This is an optimization exercise on Yosys and OpenROAD, whose aim is small area, a short achievable clock period and few clock cycles per item, not a production implementation.
The RTL was checked by simulation tests, not by an equivalence proof against the original design.

## design.v

```verilog
`timescale 1ns/1ns
`default_nettype none
module array_div #(
	parameter int WIDTH = 32,
	parameter int FRAC = 12
) (
	input logic i,
	input logic arst_n,
	input logic signed [WIDTH-1:0] dividend,
	input logic signed [WIDTH-1:0] divisor,
	input logic req_valid,
	output logic req_ready,
	output logic signed [WIDTH-1:0] quotient,
	output logic res_valid
);
	localparam int DIV_STEPS = WIDTH + FRAC;
	localparam int DIV_CNT_W = $clog2(DIV_STEPS + 1);
	logic busy_q;
	logic [DIV_CNT_W-1:0] cnt_q;
	logic neg_q;
	logic [WIDTH-1:0] dvs_q;
	logic [WIDTH-1:0] rem_q;
	logic [DIV_STEPS-1:0] quo_q;
	logic [WIDTH-1:0] dvd_mag;
	logic [WIDTH-1:0] dvs_mag;
	logic [WIDTH:0] rem_sh;
	logic fits;
	assign dvd_mag = dividend[WIDTH-1] ? -dividend : dividend;
	assign dvs_mag = divisor[WIDTH-1] ? -divisor : divisor;
	assign req_ready = !busy_q;
	assign rem_sh = {rem_q, quo_q[DIV_STEPS-1]};
	assign fits = rem_sh >= {1'b0, dvs_q};
	always_ff @(posedge i or negedge arst_n) begin
		if (!arst_n) begin
			busy_q <= 1'b0;
			cnt_q <= '0;
			res_valid <= 1'b0;
		end else begin
			res_valid <= 1'b0;
			if (req_valid && req_ready) begin
				busy_q <= 1'b1;
				cnt_q <= DIV_CNT_W'(DIV_STEPS);
			end else if (busy_q) begin
				if (cnt_q == '0) begin
					busy_q <= 1'b0;
					res_valid <= 1'b1;
				end else begin
					cnt_q <= cnt_q - 1'b1;
				end
			end
		end
	end
	always_ff @(posedge i) begin
		if (req_valid && req_ready) begin
			neg_q <= dividend[WIDTH-1] ^ divisor[WIDTH-1];
			dvs_q <= dvs_mag;
			rem_q <= '0;
			quo_q <= {dvd_mag, {FRAC{1'b0}}};
		end else if (busy_q && cnt_q != '0) begin
			rem_q <= fits ? WIDTH'(rem_sh - {1'b0, dvs_q}) : rem_sh[WIDTH-1:0];
			quo_q <= {quo_q[DIV_STEPS-2:0], fits};
		end else if (busy_q) begin
			quotient <= neg_q ? -quo_q[WIDTH-1:0] : quo_q[WIDTH-1:0];
		end
	end
endmodule
`default_nettype wire
`timescale 1ns/1ns
`default_nettype none
module cholesky_block #(
	parameter int N = 3,
	parameter int WIDTH = 32,
	parameter int FRAC = 12
) (
	input logic i,
	input logic arst_n,
	input logic start,
	input logic [N*N*WIDTH-1:0] a,
	output logic [N*N*WIDTH-1:0] l,
	output logic done,
	output logic signed [WIDTH-1:0] div_dividend,
	output logic signed [WIDTH-1:0] div_divisor,
	output logic div_valid,
	input logic div_ready,
	input logic signed [WIDTH-1:0] div_quotient,
	input logic div_done
);
	localparam int IDX_W = $clog2(N);
	localparam int ROOT_W = (WIDTH + FRAC) / 2;
	localparam int ROOT_BIT_W = $clog2(ROOT_W);
	function automatic logic signed [WIDTH-1:0] fx_mul(
		input logic signed [WIDTH-1:0] fa, input logic signed [WIDTH-1:0] fb);
		logic signed [2*WIDTH-1:0] full;
		full = fa * fb;
		fx_mul = full[FRAC +: WIDTH];
	endfunction
	function automatic logic signed [WIDTH-1:0] mat_get(
		input logic [N*N*WIDTH-1:0] m, input logic [IDX_W-1:0] r, input logic [IDX_W-1:0] c);
		mat_get = '0;
		for (int rr = 0; rr < N; rr++)
			for (int cc = 0; cc < N; cc++)
				if (r == IDX_W'(rr) && c == IDX_W'(cc))
					mat_get = m[(rr*N + cc)*WIDTH +: WIDTH];
	endfunction
	typedef enum logic [2:0] {C_IDLE, C_ACC, C_ROOT, C_DREQ, C_DWAIT} chol_state_t;
	chol_state_t state_q;
	logic [IDX_W-1:0] j_q;
	logic [IDX_W-1:0] r_q;
	logic [IDX_W-1:0] k_q;
	logic signed [WIDTH-1:0] acc_q;
	logic signed [WIDTH-1:0] prod;
	logic [2*ROOT_W-1:0] rad_q;
	logic [2*ROOT_W-1:0] root_sq;
	logic [ROOT_W-1:0] root_q;
	logic [ROOT_W-1:0] root_try;
	logic [ROOT_W-1:0] root_nxt;
	logic [ROOT_BIT_W-1:0] bit_q;
	logic diag;
	logic acc_end;
	logic [IDX_W-1:0] j_nxt;
	logic [IDX_W-1:0] r_nxt;
	assign prod = fx_mul(mat_get(l, r_q, k_q), mat_get(l, j_q, k_q));
	assign diag = r_q == j_q;
	assign acc_end = k_q == j_q;
	assign j_nxt = j_q + 1'b1;
	assign r_nxt = r_q + 1'b1;
	assign root_try = root_q | (ROOT_W'(1) << bit_q);
	assign root_sq = root_try * root_try;
	assign root_nxt = (root_sq <= rad_q) ? root_try : root_q;
	assign div_dividend = acc_q;
	assign div_divisor = mat_get(l, j_q, j_q);
	assign div_valid = state_q == C_DREQ;
	always_ff @(posedge i or negedge arst_n) begin
		if (!arst_n) begin
			state_q <= C_IDLE;
			j_q <= '0;
			r_q <= '0;
			k_q <= '0;
			bit_q <= '0;
			done <= 1'b0;
		end else begin
			done <= 1'b0;
			case (state_q)
				C_IDLE: if (start) begin
					state_q <= C_ACC;
					j_q <= '0;
					r_q <= '0;
					k_q <= '0;
				end
				C_ACC: begin
					if (!acc_end) begin
						k_q <= k_q + 1'b1;
					end else if (diag) begin
						state_q <= C_ROOT;
						bit_q <= ROOT_BIT_W'(ROOT_W - 1);
					end else begin
						state_q <= C_DREQ;
					end
				end
				C_ROOT: begin
					bit_q <= bit_q - 1'b1;
					if (bit_q == '0) begin
						if (j_q == IDX_W'(N - 1)) begin
							state_q <= C_IDLE;
							done <= 1'b1;
						end else begin
							state_q <= C_ACC;
							r_q <= j_nxt;
							k_q <= '0;
						end
					end
				end
				C_DREQ: if (div_ready) state_q <= C_DWAIT;
				C_DWAIT: if (div_done) begin
					state_q <= C_ACC;
					k_q <= '0;
					if (r_q == IDX_W'(N - 1)) begin
						j_q <= j_nxt;
						r_q <= j_nxt;
					end else begin
						r_q <= r_nxt;
					end
				end
				default: state_q <= C_IDLE;
			endcase
		end
	end
	always_ff @(posedge i) begin
		case (state_q)
			C_IDLE: if (start) begin
				l <= '0;
				acc_q <= mat_get(a, '0, '0);
			end
			C_ACC: begin
				if (!acc_end) begin
					acc_q <= acc_q - prod;
				end else if (diag) begin
					rad_q <= {acc_q, {FRAC{1'b0}}};
					root_q <= '0;
				end
			end
			C_ROOT: begin
				root_q <= root_nxt;
				if (bit_q == '0) begin
					for (int rr = 0; rr < N; rr++)
						if (j_q == IDX_W'(rr))
							l[(rr*N + rr)*WIDTH +: WIDTH] <= WIDTH'(root_nxt);
					if (j_q != IDX_W'(N - 1))
						acc_q <= mat_get(a, j_nxt, j_q);
				end
			end
			C_DWAIT: if (div_done) begin
				for (int rr = 0; rr < N; rr++)
					for (int cc = 0; cc < N; cc++)
						if (r_q == IDX_W'(rr) && j_q == IDX_W'(cc))
							l[(rr*N + cc)*WIDTH +: WIDTH] <= div_quotient;
				if (r_q == IDX_W'(N - 1))
					acc_q <= mat_get(a, j_nxt, j_nxt);
				else
					acc_q <= mat_get(a, r_nxt, j_q);
			end
			default: ;
		endcase
	end
endmodule
`default_nettype wire
`timescale 1ns/1ns
`default_nettype none
module lt_block #(
	parameter int N = 3,
	parameter int WIDTH = 32,
	parameter int FRAC = 12
) (
	input logic i,
	input logic arst_n,
	input logic start,
	input logic [N*N*WIDTH-1:0] l,
	output logic [N*N*WIDTH-1:0] x,
	output logic done,
	output logic signed [WIDTH-1:0] div_dividend,
	output logic signed [WIDTH-1:0] div_divisor,
	output logic div_valid,
	input logic div_ready,
	input logic signed [WIDTH-1:0] div_quotient,
	input logic div_done
);
	localparam int IDX_W = $clog2(N);
	function automatic logic signed [WIDTH-1:0] fx_mul(
		input logic signed [WIDTH-1:0] fa, input logic signed [WIDTH-1:0] fb);
		logic signed [2*WIDTH-1:0] full;
		full = fa * fb;
		fx_mul = full[FRAC +: WIDTH];
	endfunction
	function automatic logic signed [WIDTH-1:0] mat_get(
		input logic [N*N*WIDTH-1:0] m, input logic [IDX_W-1:0] r, input logic [IDX_W-1:0] c);
		mat_get = '0;
		for (int rr = 0; rr < N; rr++)
			for (int cc = 0; cc < N; cc++)
				if (r == IDX_W'(rr) && c == IDX_W'(cc))
					mat_get = m[(rr*N + cc)*WIDTH +: WIDTH];
	endfunction
	typedef enum logic [1:0] {T_IDLE, T_DREQ, T_DWAIT, T_ACC} lt_state_t;
	lt_state_t state_q;
	logic [IDX_W-1:0] r_q;
	logic [IDX_W-1:0] c_q;
	logic [IDX_W-1:0] k_q;
	logic signed [WIDTH-1:0] acc_q;
	logic signed [WIDTH-1:0] mul_a;
	logic signed [WIDTH-1:0] mul_b;
	logic signed [WIDTH-1:0] prod;
	logic acc_end;
	assign acc_end = k_q == r_q;
	assign mul_a = acc_end ? mat_get(x, r_q, r_q) : mat_get(l, r_q, k_q);
	assign mul_b = acc_end ? acc_q : mat_get(x, k_q, c_q);
	assign prod = fx_mul(mul_a, mul_b);
	assign div_dividend = WIDTH'(1 << FRAC);
	assign div_divisor = mat_get(l, r_q, r_q);
	assign div_valid = state_q == T_DREQ;
	always_ff @(posedge i or negedge arst_n) begin
		if (!arst_n) begin
			state_q <= T_IDLE;
			r_q <= '0;
			c_q <= '0;
			k_q <= '0;
			done <= 1'b0;
		end else begin
			done <= 1'b0;
			case (state_q)
				T_IDLE: if (start) begin
					state_q <= T_DREQ;
					r_q <= '0;
				end
				T_DREQ: if (div_ready) state_q <= T_DWAIT;
				T_DWAIT: if (div_done) begin
					if (r_q == '0) begin
						r_q <= r_q + 1'b1;
						state_q <= T_DREQ;
					end else begin
						state_q <= T_ACC;
						c_q <= '0;
						k_q <= '0;
					end
				end
				T_ACC: begin
					if (!acc_end) begin
						k_q <= k_q + 1'b1;
					end else if (c_q == r_q - 1'b1) begin
						if (r_q == IDX_W'(N - 1)) begin
							state_q <= T_IDLE;
							done <= 1'b1;
						end else begin
							r_q <= r_q + 1'b1;
							state_q <= T_DREQ;
						end
					end else begin
						c_q <= c_q + 1'b1;
						k_q <= c_q + 1'b1;
					end
				end
				default: state_q <= T_IDLE;
			endcase
		end
	end
	always_ff @(posedge i) begin
		case (state_q)
			T_IDLE: if (start) x <= '0;
			T_DWAIT: if (div_done) begin
				for (int rr = 0; rr < N; rr++)
					if (r_q == IDX_W'(rr))
						x[(rr*N + rr)*WIDTH +: WIDTH] <= div_quotient;
				acc_q <= '0;
			end
			T_ACC: begin
				if (!acc_end) begin
					acc_q <= acc_q - prod;
				end else begin
					for (int rr = 0; rr < N; rr++)
						for (int cc = 0; cc < N; cc++)
							if (r_q == IDX_W'(rr) && c_q == IDX_W'(cc))
								x[(rr*N + cc)*WIDTH +: WIDTH] <= prod;
					acc_q <= '0;
				end
			end
			default: ;
		endcase
	end
endmodule
`default_nettype wire
`timescale 1ns/1ns
`default_nettype none
module mat_mult #(
	parameter int N = 3,
	parameter int WIDTH = 32,
	parameter int FRAC = 12
) (
	input logic i,
	input logic arst_n,
	input logic start,
	input logic [N*N*WIDTH-1:0] x,
	output logic [N*N*WIDTH-1:0] p,
	output logic done
);
	localparam int IDX_W = $clog2(N);
	function automatic logic signed [WIDTH-1:0] fx_mul(
		input logic signed [WIDTH-1:0] fa, input logic signed [WIDTH-1:0] fb);
		logic signed [2*WIDTH-1:0] full;
		full = fa * fb;
		fx_mul = full[FRAC +: WIDTH];
	endfunction
	function automatic logic signed [WIDTH-1:0] mat_get(
		input logic [N*N*WIDTH-1:0] m, input logic [IDX_W-1:0] r, input logic [IDX_W-1:0] c);
		mat_get = '0;
		for (int rr = 0; rr < N; rr++)
			for (int cc = 0; cc < N; cc++)
				if (r == IDX_W'(rr) && c == IDX_W'(cc))
					mat_get = m[(rr*N + cc)*WIDTH +: WIDTH];
	endfunction
	typedef enum logic {M_IDLE, M_RUN} mm_state_t;
	mm_state_t state_q;
	logic [IDX_W-1:0] r_q;
	logic [IDX_W-1:0] c_q;
	logic [IDX_W-1:0] k_q;
	logic signed [WIDTH-1:0] acc_q;
	logic signed [WIDTH-1:0] sum;
	logic last_k;
	assign sum = acc_q + fx_mul(mat_get(x, k_q, r_q), mat_get(x, k_q, c_q));
	assign last_k = k_q == IDX_W'(N - 1);
	always_ff @(posedge i or negedge arst_n) begin
		if (!arst_n) begin
			state_q <= M_IDLE;
			r_q <= '0;
			c_q <= '0;
			k_q <= '0;
			done <= 1'b0;
		end else begin
			done <= 1'b0;
			case (state_q)
				M_IDLE: if (start) begin
					state_q <= M_RUN;
					r_q <= '0;
					c_q <= '0;
					k_q <= '0;
				end
				M_RUN: begin
					if (!last_k) begin
						k_q <= k_q + 1'b1;
					end else begin
						k_q <= '0;
						if (c_q == IDX_W'(N - 1)) begin
							c_q <= '0;
							if (r_q == IDX_W'(N - 1)) begin
								state_q <= M_IDLE;
								done <= 1'b1;
							end else begin
								r_q <= r_q + 1'b1;
							end
						end else begin
							c_q <= c_q + 1'b1;
						end
					end
				end
				default: state_q <= M_IDLE;
			endcase
		end
	end
	always_ff @(posedge i) begin
		if (state_q == M_IDLE) begin
			acc_q <= '0;
		end else if (last_k) begin
			for (int rr = 0; rr < N; rr++)
				for (int cc = 0; cc < N; cc++)
					if (r_q == IDX_W'(rr) && c_q == IDX_W'(cc))
						p[(rr*N + cc)*WIDTH +: WIDTH] <= sum;
			acc_q <= '0;
		end else begin
			acc_q <= sum;
		end
	end
endmodule
`default_nettype wire
`timescale 1ns/1ns
`default_nettype none
module inverse (
	input logic i,
	input logic arst_n,
	input logic [287:0] in_mat,
	input logic in_valid,
	output logic in_ready,
	output logic [287:0] out_mat,
	output logic out_valid,
	input logic out_ready
);
	localparam int N = 3;
	localparam int WIDTH = 32;
	localparam int FRAC = 12;
	typedef enum logic [2:0] {IDLE, FACTOR, TRI_INV, PRODUCT, HOLD} seq_state_t;
	seq_state_t state_q;
	logic [N*N*WIDTH-1:0] a_q;
	logic [N*N*WIDTH-1:0] l;
	logic [N*N*WIDTH-1:0] x;
	logic [N*N*WIDTH-1:0] p;
	logic chol_start;
	logic lt_start;
	logic mm_start;
	logic chol_done;
	logic lt_done;
	logic mm_done;
	logic signed [WIDTH-1:0] chol_dividend;
	logic signed [WIDTH-1:0] chol_divisor;
	logic signed [WIDTH-1:0] lt_dividend;
	logic signed [WIDTH-1:0] lt_divisor;
	logic signed [WIDTH-1:0] div_dividend;
	logic signed [WIDTH-1:0] div_divisor;
	logic chol_div_valid;
	logic lt_div_valid;
	logic div_valid;
	logic div_ready;
	logic chol_div_ready;
	logic lt_div_ready;
	logic div_done;
	logic chol_div_done;
	logic lt_div_done;
	logic signed [WIDTH-1:0] div_quotient;
	assign in_ready = state_q == IDLE;
	assign out_valid = state_q == HOLD;
	always_ff @(posedge i or negedge arst_n) begin
		if (!arst_n) begin
			state_q <= IDLE;
			chol_start <= 1'b0;
			lt_start <= 1'b0;
			mm_start <= 1'b0;
		end else begin
			chol_start <= 1'b0;
			lt_start <= 1'b0;
			mm_start <= 1'b0;
			case (state_q)
				IDLE: if (in_valid) begin
					state_q <= FACTOR;
					chol_start <= 1'b1;
				end
				FACTOR: if (chol_done) begin
					state_q <= TRI_INV;
					lt_start <= 1'b1;
				end
				TRI_INV: if (lt_done) begin
					state_q <= PRODUCT;
					mm_start <= 1'b1;
				end
				PRODUCT: if (mm_done) state_q <= HOLD;
				HOLD: if (out_ready) state_q <= IDLE;
				default: state_q <= IDLE;
			endcase
		end
	end
	always_ff @(posedge i) begin
		if (in_valid && in_ready)
			a_q <= in_mat;
		if (state_q == PRODUCT && mm_done)
			out_mat <= p;
	end
	always_comb begin
		div_dividend = '0;
		div_divisor = '0;
		div_valid = 1'b0;
		chol_div_ready = 1'b0;
		lt_div_ready = 1'b0;
		chol_div_done = 1'b0;
		lt_div_done = 1'b0;
		case (state_q)
			FACTOR: begin
				div_dividend = chol_dividend;
				div_divisor = chol_divisor;
				div_valid = chol_div_valid;
				chol_div_ready = div_ready;
				chol_div_done = div_done;
			end
			TRI_INV: begin
				div_dividend = lt_dividend;
				div_divisor = lt_divisor;
				div_valid = lt_div_valid;
				lt_div_ready = div_ready;
				lt_div_done = div_done;
			end
			default: ;
		endcase
	end
	cholesky_block #(.N(N), .WIDTH(WIDTH), .FRAC(FRAC)) u_cholesky_block (
		.i(i), .arst_n(arst_n), .start(chol_start), .a(a_q), .l(l), .done(chol_done),
		.div_dividend(chol_dividend), .div_divisor(chol_divisor), .div_valid(chol_div_valid),
		.div_ready(chol_div_ready), .div_quotient(div_quotient), .div_done(chol_div_done)
	);
	lt_block #(.N(N), .WIDTH(WIDTH), .FRAC(FRAC)) u_lt_block (
		.i(i), .arst_n(arst_n), .start(lt_start), .l(l), .x(x), .done(lt_done),
		.div_dividend(lt_dividend), .div_divisor(lt_divisor), .div_valid(lt_div_valid),
		.div_ready(lt_div_ready), .div_quotient(div_quotient), .div_done(lt_div_done)
	);
	array_div #(.WIDTH(WIDTH), .FRAC(FRAC)) u_array_div (
		.i(i), .arst_n(arst_n), .dividend(div_dividend), .divisor(div_divisor),
		.req_valid(div_valid), .req_ready(div_ready), .quotient(div_quotient),
		.res_valid(div_done)
	);
	mat_mult #(.N(N), .WIDTH(WIDTH), .FRAC(FRAC)) u_mat_mult (
		.i(i), .arst_n(arst_n), .start(mm_start), .x(x), .p(p), .done(mm_done)
	);
endmodule
`default_nettype wire
```

## run.sh

```bash
#!/bin/bash
# synth_recipe.tcl (not shown) runs the flow's synth.tcl, then flattens the netlist and writes it again
# the make line also repeats each setting of config.mk as NAME=value (left out here)
make -C /OpenROAD-flow-scripts/flow DESIGN_CONFIG=/design/flow/config.mk WORK_HOME=/design/flow/orfs CLKGATE_MAP_FILE= SYNTH_SCRIPT=/design/flow/synth_recipe.tcl finish
```

## config.mk

```make
export PLATFORM = sky130hd
export DESIGN_NAME = inverse
export DESIGN_NICKNAME = inverse
export VERILOG_FILES = /design/flow/design.v
export SDC_FILE = /design/flow/constraint.sdc
export NUM_CORES = 4
export LEC_CHECK = 0
export CAP_MARGIN = 20
export CORE_MARGIN = 2
export CORE_UTILIZATION = 40
export SLEW_MARGIN = 20
```

## constraint.sdc

```tcl
create_clock -name core_clock -period 16.0 [get_ports {i}]
set_input_delay 3.2000 -clock core_clock [delete_from_list [all_inputs] [get_ports {i}]]
set_output_delay 3.2000 -clock core_clock [all_outputs]
set_load 0.01 [all_outputs]
```

==> summary.txt <==
status no timing/DRC/antenna violations; post-synthesis sequential area ratio 29.4%; 1st-iter DRT viols 17,157; area added between synthesis and finish 11.8%; Post-Synth XOR/XNOR Area 2.41%; WP data arrival 15.08 ns; final clock skew 0.0912 ns; max incr delay on CP 0.98 ns; GPL Wtd Cong 1.06; Worst Setup End Kind flop; top_reg_cell synth edfxtp_1; Setup WS pre-CTS 1.85 ns; die width 672 um; synthesized area 178,000 um2; drt wl/cell 29.7 um; CTS tree done; Worst Tran Pin Value 1.31 ns; Die H 672 um; Max Cap Violations 0; FP Rows 245; total core area 445,000 um2; Crit Path Category flop to flop; Hold Path Sink out_mat[174]; gr ovfl total 0; flop2flop setup slack 1.51 ns; initial antenna violation count 88; Startpoint Class flop; syn avg cell area 9.97 um2; top post-synthesis cells by area fa_1 (29%), edfxtp_1 (28%), inv_1 (6.2%), ha_1 (5.7%), nand2_1 (4.6%); DRC 0; Post-synth EDFFs 1,655; count of different cell masters after synthesis 123; HPWL after DPL 558,000 um; largest family of logic cells by synthesized area adder cells; Synth top area share 29.0%; Synth area leader fa_1; total CTS buffers 190; Hold Startpoint u_mat_mult.p[174]; RR Startpoint u_lt_block.k_q[0]; final core utilization 44.9%; final worst path period need 14.49 ns; count of buffers from port buffering 581; latest clock arrival within the worst-skew pair 0.92 ns; Period Utilization, post-route 90.6%; # fillers 41,952; Starting Density 40.1%; WHS Path Cells 0; Worst path most repeated cell inv_1; area of the multi-input gates 112,000 um2; Buffers & Inverters on Critical Path 7; worst path required time 16.58 ns; Fin. Hold Viols 0; clock sink count 1,777; top-count cell post-synth inv_1; die area 451,000 um2; RR Endpoint u_lt_block.acc_q[31]; setup ws final 1.51 ns; largest net degree at the start of global routing 118; Post-Syn Instances 17,890; Simple-Gate Fraction of Synth Area 12.6%; Clock Tree Buf Depth 4; Rel. slew slack 12.6%; final setup fails 0; Post-CTS Hold Fix Bufs 0; mux cell area share after synthesis 0.731%; DR pass1 iterations 9; RSZ-0062 raised after global routing false; clk slew on worst S/H paths 0.06 ns; commonest cells in the netlist inv_1 (2,959), fa_1 (2,587), nand2_1 (2,173); Post-CTS Setup Inserts 0; Max Fclk 69.0 MHz; I/O pin cnt 582; Slew Limit Fails 0; Reg area 52,400 um2; WL final 723,000 um; synthesized net count 21,586; Layout Nets 21,931; setup_tns 0 ns; htree depth 4; Worst path slowest cell and2_1; Synth Register Bits 1,777; Yosys warning total 5; overall track demand over capacity in global routing 31.7%; Hold Path Class flop to flop; WHS 0.376 ns; Routed Antenna Nets 0; Root Buffer Master clkbuf_16; detailed-route via count 140,835; Synth Area in Adders 34.8%; first-pass GRT wire length 1,030,000 um; Post-synth ARST share 2.59%; Via density 5.78; Resize count post-CTS 0; vias in the first global route 142,117; post-synthesis compound-gate area fraction 11.4%; ratio of cells with drive above 1 in the final layout 7.30%; delay-heaviest family, CP compound AO/OA/AOI/OAI gates; critical path fanouts, max 52; Worst R2R Path Depth 49
## layer usage
layer	vias to the layer above	track usage [%]	routed length (um)
met4	60	21.0	58500
met3	2047	9.21	81600
met2	8425	47.5	311000
met5	-	0	445
met1	71207	40.0	272000
li1	59096	-	-
## how the worst max path moves through the flow
stage | cells after the start | from | end | slack (ns)
after global routing | 49 | u_lt_block.k_q[0] | u_lt_block.acc_q[31] | 0.83
after global placement | 48 | u_lt_block.k_q[1] | u_lt_block.acc_q[31] | 1.99
after detailed placement | 48 | u_lt_block.k_q[1] | u_lt_block.acc_q[31] | 1.85
after floorplan | 3 | state_q[0] | out_mat[0] | 2.39
after CTS | 49 | u_lt_block.k_q[0] | u_lt_block.acc_q[31] | 1.74
final | 49 | u_lt_block.k_q[0] | u_lt_block.acc_q[31] | 1.51
## stage by stage
step	cells	area (um2)
2_1_floorplan	17890	178000
3_3_place_gp	23966	193000
3_5_place_dp	23967	193000
4_1_cts	24304	199000
5_1_grt	24323	199000
6_report	24359	200000
## worst reg2reg max path, delay by kind of cell, from the launching register on
| family | cells | cell delay (ns) |
|---|---|---|
| buffers and inverters | 7 | 0.75 |
| XOR/XNOR | 3 | 0.59 |
| AND/OR/NAND/NOR | 6 | 1.87 |
| AO/OA/AOI/OAI | 22 | 5.86 |
| flip-flops | 1 | 0.49 |
| adder cells (fa/ha/maj) | 11 | 4.64 |
## cell usage in the layout, fill, tap and decap left out, types with 43 or more instances in the layout
cell             synthesis  layout
inv_1                 2959    2956
fa_1                  2587    2587
nand2_1               2173    2171
edfxtp_1              1655    1655
nor2_1                1546    1508
ha_1                   817     800
a21oi_1                667     635
buf_4                   21     596
clkdlybuf4s50_1          0     580
o21ai_0                552     534
xnor2_1                324     318
a22oi_1                273     272
and2_1                 268     265
o211ai_1               206     206
clkbuf_16                0     192
a21o_1                 189     188
nor2b_1                189     186
nand2b_1               172     171
and3_1                 152     143
a221oi_1               133     127
xor2_1                 129     127
nand3_1                125     125
or2_2                  110     110
a211oi_1               110     104
nor3_1                 114     100
mux2i_1                 83      83
o22ai_1                 83      78
dfxtp_1                 76      76
o21bai_1                74      74
a31oi_1                 83      72
o21a_1                  70      68
a222oi_1                60      60
or3_1                   58      58
diode_2                  0      51
nand3b_1                45      45
o31ai_1                 50      44
dfrtp_1                 46      43
## registers in the layout, summed over array words and instances (netlist names), 3 cells and up
name,cells
u_cholesky_block.l,288
u_mat_mult.acc_q,32
a_q,288
u_array_div.dvs_q,32
u_cholesky_block.rad_q,32
u_cholesky_block.bit_q,5
u_lt_block.acc_q,32
u_array_div.rem_q,32
u_cholesky_block.acc_q,32
state_q,3
u_array_div.quo_q,44
u_array_div.quotient,32
u_cholesky_block.state_q,3
u_mat_mult.p,288
u_lt_block.x,288
u_array_div.cnt_q,6
u_cholesky_block.root_q,22
out_mat,288
## area by class of cell
type / instances / area share [%]
antenna: 51 / 0.0640
clock buffer: 222 / 2.48
clock inverter: 115 / 0.618
inverter: 2966 / 5.58
multi-input combinational: 12113 / 56.0
sequential: 1777 / 26.3
tap: 5928 / 3.72
timing repair buffer: 1187 / 5.24
## cells by family after synthesis
family,Yosys count
DFF,1777
xor gates and xnor gates,469
adders and majority gates,3404
AOI/OAI and AO/OA,3022
muxes,124
buffers and inverters,4000
and+or+nand+nor,5094
Testbench counts, summed over its fixed seeds: cycles 51,200, matrices 128.

separate check: timing with driven ports:
The results above use ideal ports. As a check the final layout listed here was re-extracted and re-timed, cells and wires unchanged. Step 1, drivers: a clkbuf_16 drives i and a buf_2 each remaining input, both assumed. Step 2 moves the port delays by t, midway between the first and last clock arrival at a register: inputs arrive t later, outputs are due t later. That takes back most of the time a late clock gives input paths. Three values: no drivers, after step 1, after step 2; two values: the first two.
shift t [ns]: 0.987
slack for setup (ns): 1.506 / 1.506 / 1.506
worst setup path at the end: register to register
latest minus earliest clock arrival (ns): 0.091 / 0.091
worst slew at a driven data input, ns: 0.20
After both steps setup and hold are still met in this run. The setup slack of this run moves by 0.000 ns with the drivers and by 0.000 ns with both steps.
